Context: an optimization exercise on an open-source flow, tuned for a short achievable clock period and few clock cycles. The choices shown serve that exercise and are no tape-out recipe. Only simulation tests tie the RTL to the original design; equivalence was not proved.

## run.sh

```bash
#!/bin/bash
# synth_recipe.tcl (not shown) runs the flow's synth.tcl, then flattens the netlist and writes it again
# the make line also repeats each setting of config.mk as NAME=value (left out here)
make -C /OpenROAD-flow-scripts/flow DESIGN_CONFIG=/design/flow/config.mk WORK_HOME=/design/flow/orfs CLKGATE_MAP_FILE= SYNTH_SCRIPT=/design/flow/synth_recipe.tcl finish
```

## config.mk

```make
export PLATFORM = sky130hd
export DESIGN_NAME = sorted_set_union_intersection
export DESIGN_NICKNAME = sorted_set_union_intersection
export VERILOG_FILES = /design/flow/design.v
export SDC_FILE = /design/flow/constraint.sdc
export NUM_CORES = 4
export LEC_CHECK = 0
export CAP_MARGIN = 20
export CORE_MARGIN = 2
export CORE_UTILIZATION = 40
export SLEW_MARGIN = 20
```

## constraint.sdc

```tcl
create_clock -name core_clock -period 7.0 [get_ports {clk_i}]
set_input_delay 1.4000 -clock core_clock [delete_from_list [all_inputs] [get_ports {clk_i}]]
set_output_delay 1.4000 -clock core_clock [all_outputs]
set_load 0.01 [all_outputs]
```

## design.v

```verilog
package ssui_pkg;
  localparam int CAPACITY = 16;
  localparam int VALUE_W  = 16;
  localparam int ADDR_W   = (CAPACITY > 1) ? $clog2(CAPACITY) : 1;
  localparam int CNT_W    = $clog2(CAPACITY + 1);
  localparam int TOT_W    = $clog2(2 * CAPACITY + 1);
  localparam int OP_W     = 2;
  localparam int STATUS_W = 3;
  localparam int ELEM_W   = 16;
  localparam int COUNT_W  = 6;
  typedef enum logic [OP_W-1:0] {
    OP_INSERT    = 2'd0,
    OP_UNION     = 2'd1,
    OP_INTERSECT = 2'd2,
    OP_CLEAR     = 2'd3
  } ssui_op_e;
  typedef enum logic [STATUS_W-1:0] {
    STAT_ADDED   = 3'd0,
    STAT_PRESENT = 3'd1,
    STAT_FULL    = 3'd2,
    STAT_QUERY   = 3'd3,
    STAT_CLEARED = 3'd4
  } ssui_status_e;
  typedef enum logic [2:0] {
    ST_IDLE,
    ST_SEARCH,
    ST_SHIFT,
    ST_WRITE,
    ST_RESP,
    ST_COUNT,
    ST_EMIT
  } ssui_state_e;
endpackage
module ssui_ram #(
  parameter int WIDTH = 16,
  parameter int DEPTH = 16
) (
  input  logic                                     clk_i,
  input  logic                                     we_i,
  input  logic [((DEPTH > 1) ? $clog2(DEPTH) : 1)-1:0] waddr_i,
  input  logic [WIDTH-1:0]                         wdata_i,
  input  logic [((DEPTH > 1) ? $clog2(DEPTH) : 1)-1:0] raddr_i,
  output logic [WIDTH-1:0]                         rdata_o
);
  logic [WIDTH-1:0] mem_q [DEPTH];
  logic [WIDTH-1:0] rdata_q;
  always_ff @(posedge clk_i) begin
    if (we_i) begin
      mem_q[waddr_i] <= wdata_i;
    end
    rdata_q <= mem_q[raddr_i];
  end
  assign rdata_o = rdata_q;
endmodule
import ssui_pkg::*;
module sorted_set_union_intersection (
  input  logic        clk_i,
  input  logic        rst_ni,
  input  logic        s_axis_tvalid_i,
  output logic        s_axis_tready_o,
  input  logic [23:0] s_axis_tdata_i,    
  input  logic        s_axis_tuser_i,    
  output logic        m_axis_tvalid_o,
  input  logic        m_axis_tready_i,
  output logic [23:0] m_axis_tdata_o,    
  output logic [3:0]  m_axis_tuser_o,    
  output logic        m_axis_tlast_o
);
  localparam logic [CNT_W-1:0] CapCnt = CNT_W'(CAPACITY);
  ssui_pkg::ssui_state_e state_q;
  ssui_pkg::ssui_state_e state_d;
  logic               union_q, union_d;
  logic               tgt_q, tgt_d;
  logic [VALUE_W-1:0] val_q, val_d;
  logic [CNT_W-1:0]   idx_q, idx_d;
  logic [CNT_W-1:0]   pos_q, pos_d;
  logic [CNT_W-1:0]   ma_q, ma_d, mb_q, mb_d;
  logic [TOT_W-1:0]   tot_q, tot_d, emit_q, emit_d;
  logic [CNT_W-1:0]   cnt_a_q, cnt_a_d, cnt_b_q, cnt_b_d;
  ssui_pkg::ssui_status_e rsp_status_q;
  ssui_pkg::ssui_status_e rsp_status_d;
  logic [COUNT_W-1:0] rsp_cnt_q, rsp_cnt_d;
  logic               rsp_empty_q, rsp_empty_d;
  logic               out_vld_q, out_vld_d;
  ssui_pkg::ssui_status_e out_status_q;
  ssui_pkg::ssui_status_e out_status_d;
  logic [ELEM_W-1:0]  out_elem_q, out_elem_d;
  logic [COUNT_W-1:0] out_cnt_q, out_cnt_d;
  logic               out_empty_q, out_empty_d;
  logic               out_last_q, out_last_d;
  logic               in_accept, out_free;
  logic [OP_W-1:0]    in_op;
  logic               we_a, we_b, wen;
  logic [ADDR_W-1:0]  waddr, raddr_a, raddr_b;
  logic [VALUE_W-1:0] wdata, rd_a, rd_b, rd_t;
  logic [CNT_W-1:0]   cur_n;
  logic               am, bm, hit, adv_a, adv_b, done;
  logic [VALUE_W-1:0] elem;
  logic [CNT_W-1:0]   pos_sel;
  logic               decide;
  assign in_accept       = s_axis_tvalid_i && s_axis_tready_o;
  assign s_axis_tready_o = (state_q == ST_IDLE);
  assign out_free        = !out_vld_q || m_axis_tready_i;
  assign in_op           = s_axis_tdata_i[OP_W-1:0];
  assign cur_n           = tgt_q ? cnt_b_q : cnt_a_q;
  assign rd_t            = tgt_q ? rd_b : rd_a;
  ssui_ram #(.WIDTH(VALUE_W), .DEPTH(CAPACITY)) u_ram_a (
    .clk_i  (clk_i),
    .we_i   (we_a),
    .waddr_i(waddr),
    .wdata_i(wdata),
    .raddr_i(raddr_a),
    .rdata_o(rd_a)
  );
  ssui_ram #(.WIDTH(VALUE_W), .DEPTH(CAPACITY)) u_ram_b (
    .clk_i  (clk_i),
    .we_i   (we_b),
    .waddr_i(waddr),
    .wdata_i(wdata),
    .raddr_i(raddr_b),
    .rdata_o(rd_b)
  );
  assign we_a = wen && !tgt_q;
  assign we_b = wen && tgt_q;
  always_comb begin
    if (state_d == ST_COUNT || state_d == ST_EMIT) begin
      raddr_a = ma_d[ADDR_W-1:0];
      raddr_b = mb_d[ADDR_W-1:0];
    end else begin
      raddr_a = idx_d[ADDR_W-1:0];
      raddr_b = idx_d[ADDR_W-1:0];
    end
  end
  always_comb begin
    am    = (ma_q < cnt_a_q);
    bm    = (mb_q < cnt_b_q);
    hit   = 1'b0;
    adv_a = 1'b0;
    adv_b = 1'b0;
    done  = 1'b0;
    elem  = rd_a;
    if (am && bm) begin
      if (rd_a == rd_b) begin
        hit   = 1'b1;
        adv_a = 1'b1;
        adv_b = 1'b1;
      end else if (rd_a < rd_b) begin
        hit   = union_q;
        adv_a = 1'b1;
      end else begin
        hit   = union_q;
        adv_b = 1'b1;
        elem  = rd_b;
      end
    end else if (am && union_q) begin
      hit   = 1'b1;
      adv_a = 1'b1;
    end else if (bm && union_q) begin
      hit   = 1'b1;
      adv_b = 1'b1;
      elem  = rd_b;
    end else begin
      done = 1'b1;
    end
  end
  always_comb begin
    state_d      = state_q;
    union_d      = union_q;
    tgt_d        = tgt_q;
    val_d        = val_q;
    idx_d        = idx_q;
    pos_d        = pos_q;
    ma_d         = ma_q;
    mb_d         = mb_q;
    tot_d        = tot_q;
    emit_d       = emit_q;
    cnt_a_d      = cnt_a_q;
    cnt_b_d      = cnt_b_q;
    rsp_status_d = rsp_status_q;
    rsp_cnt_d    = rsp_cnt_q;
    rsp_empty_d  = rsp_empty_q;
    out_vld_d    = out_vld_q && !m_axis_tready_i;
    out_status_d = out_status_q;
    out_elem_d   = out_elem_q;
    out_cnt_d    = out_cnt_q;
    out_empty_d  = out_empty_q;
    out_last_d   = out_last_q;
    wen          = 1'b0;
    waddr        = idx_q[ADDR_W-1:0];
    wdata        = rd_t;
    pos_sel      = cur_n;
    decide       = 1'b0;
    unique case (state_q)
      ST_IDLE: begin
        if (in_accept) begin
          tgt_d   = s_axis_tuser_i;
          val_d   = s_axis_tdata_i[OP_W +: VALUE_W];
          union_d = (in_op == OP_UNION);
          idx_d   = '0;
          ma_d    = '0;
          mb_d    = '0;
          tot_d   = '0;
          unique case (in_op)
            OP_INSERT: state_d = ST_SEARCH;
            OP_CLEAR: begin
              if (s_axis_tuser_i) begin
                cnt_b_d = '0;
              end else begin
                cnt_a_d = '0;
              end
              rsp_status_d = STAT_CLEARED;
              rsp_cnt_d    = '0;
              rsp_empty_d  = 1'b0;
              state_d      = ST_RESP;
            end
            OP_UNION, OP_INTERSECT: state_d = ST_COUNT;
            default: state_d = ST_IDLE;
          endcase
        end
      end
      ST_SEARCH: begin
        if (idx_q >= cur_n) begin
          pos_sel = cur_n;
          decide  = 1'b1;
        end else if (rd_t == val_q) begin
          rsp_status_d = STAT_PRESENT;
          rsp_cnt_d    = COUNT_W'(cur_n);
          rsp_empty_d  = 1'b0;
          state_d      = ST_RESP;
        end else if (val_q < rd_t) begin
          pos_sel = idx_q;
          decide  = 1'b1;
        end else begin
          idx_d = idx_q + 1'b1;
        end
        if (decide) begin
          pos_d = pos_sel;
          if (cur_n >= CapCnt) begin
            rsp_status_d = STAT_FULL;
            rsp_cnt_d    = COUNT_W'(cur_n);
            rsp_empty_d  = 1'b0;
            state_d      = ST_RESP;
          end else if (pos_sel == cur_n) begin
            state_d = ST_WRITE;
          end else begin
            idx_d   = cur_n - 1'b1;
            state_d = ST_SHIFT;
          end
        end
      end
      ST_SHIFT: begin
        wen   = 1'b1;
        waddr = ADDR_W'(idx_q + 1'b1);
        wdata = rd_t;
        if (idx_q == pos_q) begin
          state_d = ST_WRITE;
        end else begin
          idx_d = idx_q - 1'b1;
        end
      end
      ST_WRITE: begin
        wen   = 1'b1;
        waddr = pos_q[ADDR_W-1:0];
        wdata = val_q;
        if (tgt_q) begin
          cnt_b_d = cur_n + 1'b1;
        end else begin
          cnt_a_d = cur_n + 1'b1;
        end
        rsp_status_d = STAT_ADDED;
        rsp_cnt_d    = COUNT_W'(cur_n + 1'b1);
        rsp_empty_d  = 1'b0;
        state_d      = ST_RESP;
      end
      ST_RESP: begin
        if (out_free) begin
          out_vld_d    = 1'b1;
          out_status_d = rsp_status_q;
          out_elem_d   = '0;
          out_cnt_d    = rsp_cnt_q;
          out_empty_d  = rsp_empty_q;
          out_last_d   = 1'b1;
          state_d      = ST_IDLE;
        end
      end
      ST_COUNT: begin
        if (done) begin
          if (tot_q == '0) begin
            rsp_status_d = STAT_QUERY;
            rsp_cnt_d    = '0;
            rsp_empty_d  = 1'b1;
            state_d      = ST_RESP;
          end else begin
            ma_d    = '0;
            mb_d    = '0;
            emit_d  = '0;
            state_d = ST_EMIT;
          end
        end else begin
          tot_d = tot_q + TOT_W'(hit);
          ma_d  = ma_q + CNT_W'(adv_a);
          mb_d  = mb_q + CNT_W'(adv_b);
        end
      end
      ST_EMIT: begin
        if (out_free && !done) begin
          ma_d = ma_q + CNT_W'(adv_a);
          mb_d = mb_q + CNT_W'(adv_b);
          if (hit) begin
            out_vld_d    = 1'b1;
            out_status_d = STAT_QUERY;
            out_elem_d   = ELEM_W'(elem);
            out_cnt_d    = COUNT_W'(tot_q);
            out_empty_d  = 1'b0;
            out_last_d   = (emit_q + 1'b1 == tot_q);
            emit_d       = emit_q + 1'b1;
            if (emit_q + 1'b1 == tot_q) begin
              state_d = ST_IDLE;
            end
          end
        end
      end
      default: state_d = ST_IDLE;
    endcase
  end
  always_ff @(posedge clk_i or negedge rst_ni) begin
    if (!rst_ni) begin
      state_q   <= ST_IDLE;
      cnt_a_q   <= '0;
      cnt_b_q   <= '0;
      out_vld_q <= 1'b0;
    end else begin
      state_q   <= state_d;
      cnt_a_q   <= cnt_a_d;
      cnt_b_q   <= cnt_b_d;
      out_vld_q <= out_vld_d;
    end
  end
  always_ff @(posedge clk_i) begin
    union_q      <= union_d;
    tgt_q        <= tgt_d;
    val_q        <= val_d;
    idx_q        <= idx_d;
    pos_q        <= pos_d;
    ma_q         <= ma_d;
    mb_q         <= mb_d;
    tot_q        <= tot_d;
    emit_q       <= emit_d;
    rsp_status_q <= rsp_status_d;
    rsp_cnt_q    <= rsp_cnt_d;
    rsp_empty_q  <= rsp_empty_d;
    out_status_q <= out_status_d;
    out_elem_q   <= out_elem_d;
    out_cnt_q    <= out_cnt_d;
    out_empty_q  <= out_empty_d;
    out_last_q   <= out_last_d;
  end
  assign m_axis_tvalid_o = out_vld_q;
  assign m_axis_tdata_o  = {2'b00, out_cnt_q, out_elem_q};
  assign m_axis_tuser_o  = {out_empty_q, out_status_q};
  assign m_axis_tlast_o  = out_last_q;
endmodule
```

==> notes.md <==
[state kept, by name, summed over array words and instances, names as in the netlist, 6 cells and up]
signal and flops:
emit_q 6, out_cnt_q 6, out_elem_q 16, rsp_cnt_q 6, tot_q 6, u_ram_a.mem_q 256, u_ram_a.rdata_q 16, u_ram_b.mem_q 256
u_ram_b.rdata_q 16, val_q 16
[cell usage in the layout, fill, tap and decap left out, types with 14 or more instances in the layout]
| cell | netlist | layout |
|---|---|---|
| nor2_1 | 106 | 103 |
| mux2i_1 | 21 | 21 |
| o22ai_1 | 137 | 137 |
| inv_1 | 49 | 49 |
| nand2_1 | 48 | 44 |
| xor2_1 | 16 | 15 |
| or4_1 | 34 | 34 |
| edfxtp_1 | 587 | 587 |
| clkbuf_1 | 288 | 19 |
| clkbuf_16 | 0 | 74 |
| o21ai_0 | 305 | 303 |
| a211oi_1 | 262 | 262 |
| xnor2_1 | 22 | 22 |
| dfxtp_1 | 44 | 44 |
| o211a_1 | 256 | 256 |
| nand3_1 | 298 | 298 |
| a21oi_4 | 0 | 16 |
| clkdlybuf4s50_1 | 0 | 51 |
| ha_1 | 56 | 56 |
| a21oi_1 | 76 | 60 |
| a311oi_1 | 256 | 256 |
| nor3_1 | 14 | 14 |
| dfrtp_1 | 14 | 14 |
| buf_4 | 6 | 84 |
| buf_12 | 0 | 23 |
[cell families after synthesis]
group,after synthesis,share of synthesized area [%]
flip-flops,645,53.8
AND/OR/NAND/NOR,563,8.09
multiplexers,32,0.967
AO/OA/AOI/OAI,1377,29.3
adder cells (fa/ha/maj),58,2.06
XOR/XNOR,39,1.01
buffers and inverters,413,4.76
other,1,0.0107
[worst paths after layout]
path                       depth (start not counted)  slack (ps)                 end   startpoint
max reg2reg                                       15         580  u_ram_a.rdata_q[1]        tgt_q
max                                               15         580  u_ram_a.rdata_q[1]        tgt_q
max in group asynchronous                          1        5260          cnt_b_q[1]       rst_ni
min                                                1         560         out_empty_q  rsp_empty_q
min reg2reg                                        1         560         out_empty_q  rsp_empty_q
min in group asynchronous                          1        1250          cnt_b_q[2]       rst_ni
[metal layers]
metal,vias to the layer above,share of wire [%],routed length (µm),track usage (%)
met2,1701,45,54500,39.8
met3,245,10,12300,5.04
met5,-,0.019,23,0
met1,14800,40,48500,35.4
li1,12600,-,-,-
met4,4,3.9,4690,10.8
[per-stage QoR]
step                      worst slack (ps)  util, %  instances  hold WS [ps]
after CTS                              645     45.2       4210           560
final                                  585     45.4       4217           562
after detailed placement               691     42.5       4082           549
after global placement                 664     42.5       4081           529
after floorplan                       2290        -       3129           499
after global routing                   417     45.4       4216           574
[worst max-delay path: stages (launching register included)]
cell       delay (ps)
edfxtp_1          940
buf_4             370
mux2i_1           400
ha_1              320
nor2b_1           130
o211ai_1          200
a2111oi_2         140
nor3_2            460
and3_1            420
nor2_1            110
a21oi_1           480
inv_1             170
o211a_2           210
o211ai_2          920
o22ai_1           160
or4_1             770
[layout make-up]
type,instances,area (µm²)
fill,7825,47500
sequential,645,18900
multi-input combinational,2071,14800
clock buffer,100,2020
timing repair buffer,165,1790
tap,1155,1450
clock inverter,28,273
inverter,52,200
antenna,1,2.50
==> impl_metrics.tcl <==
set metrics [dict create \
    outcome "complete, no violations" \
    nets 3090 \
    synth_edf_count 587 \
    tightestPinTransition_ps 1140 \
    period_needed_ps 6420 \
    port_buffers 51 \
    core-area_mm2 0.0869 \
    startpoint_type "flop" \
    grt_pass1_vias 28600 \
    synthCells 3128 \
    stdcell_area_mm2 0.0394 \
    synth_top_cell_area_share_pct 50.3 \
    grt_first_pass_wirelength_um 180000 \
    cp.arrival_ps 6830 \
    tns_ps 0 \
    path_class "flop to flop" \
    drive_gt1_share_pct 9.31 \
    hpwlAfterDp_um 67900 \
    clk_pin_slew_ps 60 \
    dr.pass1.iters 5 \
    grt_max_degree 148 \
    place.gp.congestion 0.965 \
    die_area_mm2 0.0901 \
    root_buffer "clkbuf_16" \
    post_cts.repair.setup_buffers 0 \
    cts_buffers 70 \
    ys.flop_type "edfxtp_1" \
    endpoint_kind "flop" \
    synthArstFlopShare_pct 2.17 \
    drc 0 \
    slew_headroom_pct 23.5 \
    cts_resized 0 \
    synth.ff_latch_count 645 \
    syn2layout_area_growth_pct 12.4 \
    initial_core_util_pct 40.4 \
    setup_violations 0 \
    place_area_mm2 0.0370 \
    antenna_found_initial 4 \
    post_drt_wl_per_cell_um 28.5 \
    ys_seq_area_share_pct 53.8 \
    vias_per_cell 6.96 \
    clock_latency_ps 640 \
    htreeDepth 3 \
    holdBufCountCts 0 \
    maxSlewViolCount 0 \
    cts_tree "built" \
    cp_max_fo 16 \
    yosysMostFrequentCell "edfxtp_1" \
    min_period_over_period_pct 91.6 \
    boundaryPins 60 \
    clock_sinks 645 \
    rsz0062_at_grt "false" \
    drtAntennaViolNets 0 \
    max_clock_freq_mhz 156 \
    die_x_um 300 \
    yosys.area.top_type "edfxtp_1" \
    hold_viol 0 \
    vias 29300 \
    grt.total_usage_pct 25.8 \
    rows 108 \
    postSynthAreaPerCell_um2 11.2 \
    ys_top_cells_by_area "edfxtp_1 50%, o211a_1 7.3%, a311oi_1 6.4%" \
    skew_ps 31.3 \
    die_y_um 300 \
    synth_commonest_cells "587 x edfxtp_1, 305 x o21ai_0, 298 x nand3_1, 288 x clkbuf_1, 262 x a211oi_1" \
    holdCritPathClass "flop to flop" \
    grt-ovfl-total 0 \
    syn_area_mm2 0.0351 \
    crit_required_ps 7410 \
    ys_types 72 \
    cts_buffer_depth 3 \
    cap_violations 0 \
    drtIter0Drc 4088 \
    wirelength_um 120000 \
    yosysWarnings 2 \
]
Testbench counts, summed over its fixed seeds: cycles 48,767.

[afterwards: timing with drivers on the ports]
No port has a modelled driver above. Below, the same layout with a new extraction and two added sets of constraints. Step 1 (the two cells are an assumption about what drives the block):
set clk [get_ports {clk_i}]
set_driving_cell -lib_cell sky130_fd_sc_hd__clkbuf_16 $clk
set_driving_cell -lib_cell sky130_fd_sc_hd__buf_2 [delete_from_list [all_inputs] $clk]
Step 2 adds t to the input delays and takes it off the output delays; t is the mean of the earliest and latest rising clock arrival at the registers after step 1. Input paths then give back, and output paths get back, about the clock's delay inside the block. a / b / c = ideal / step 1 / step 2; a / b = the first two.
t (ns): 0.691
slack for setup (ns): 0.585 / 0.585 / 0.585
worst setup path after step 2: register to register
worst register clock-pin slew, ns: 0.07 / 0.07
After both steps this run still meets setup and hold. The setup slack of this run moves by 0.000 ns with the drivers and by 0.000 ns with both steps.
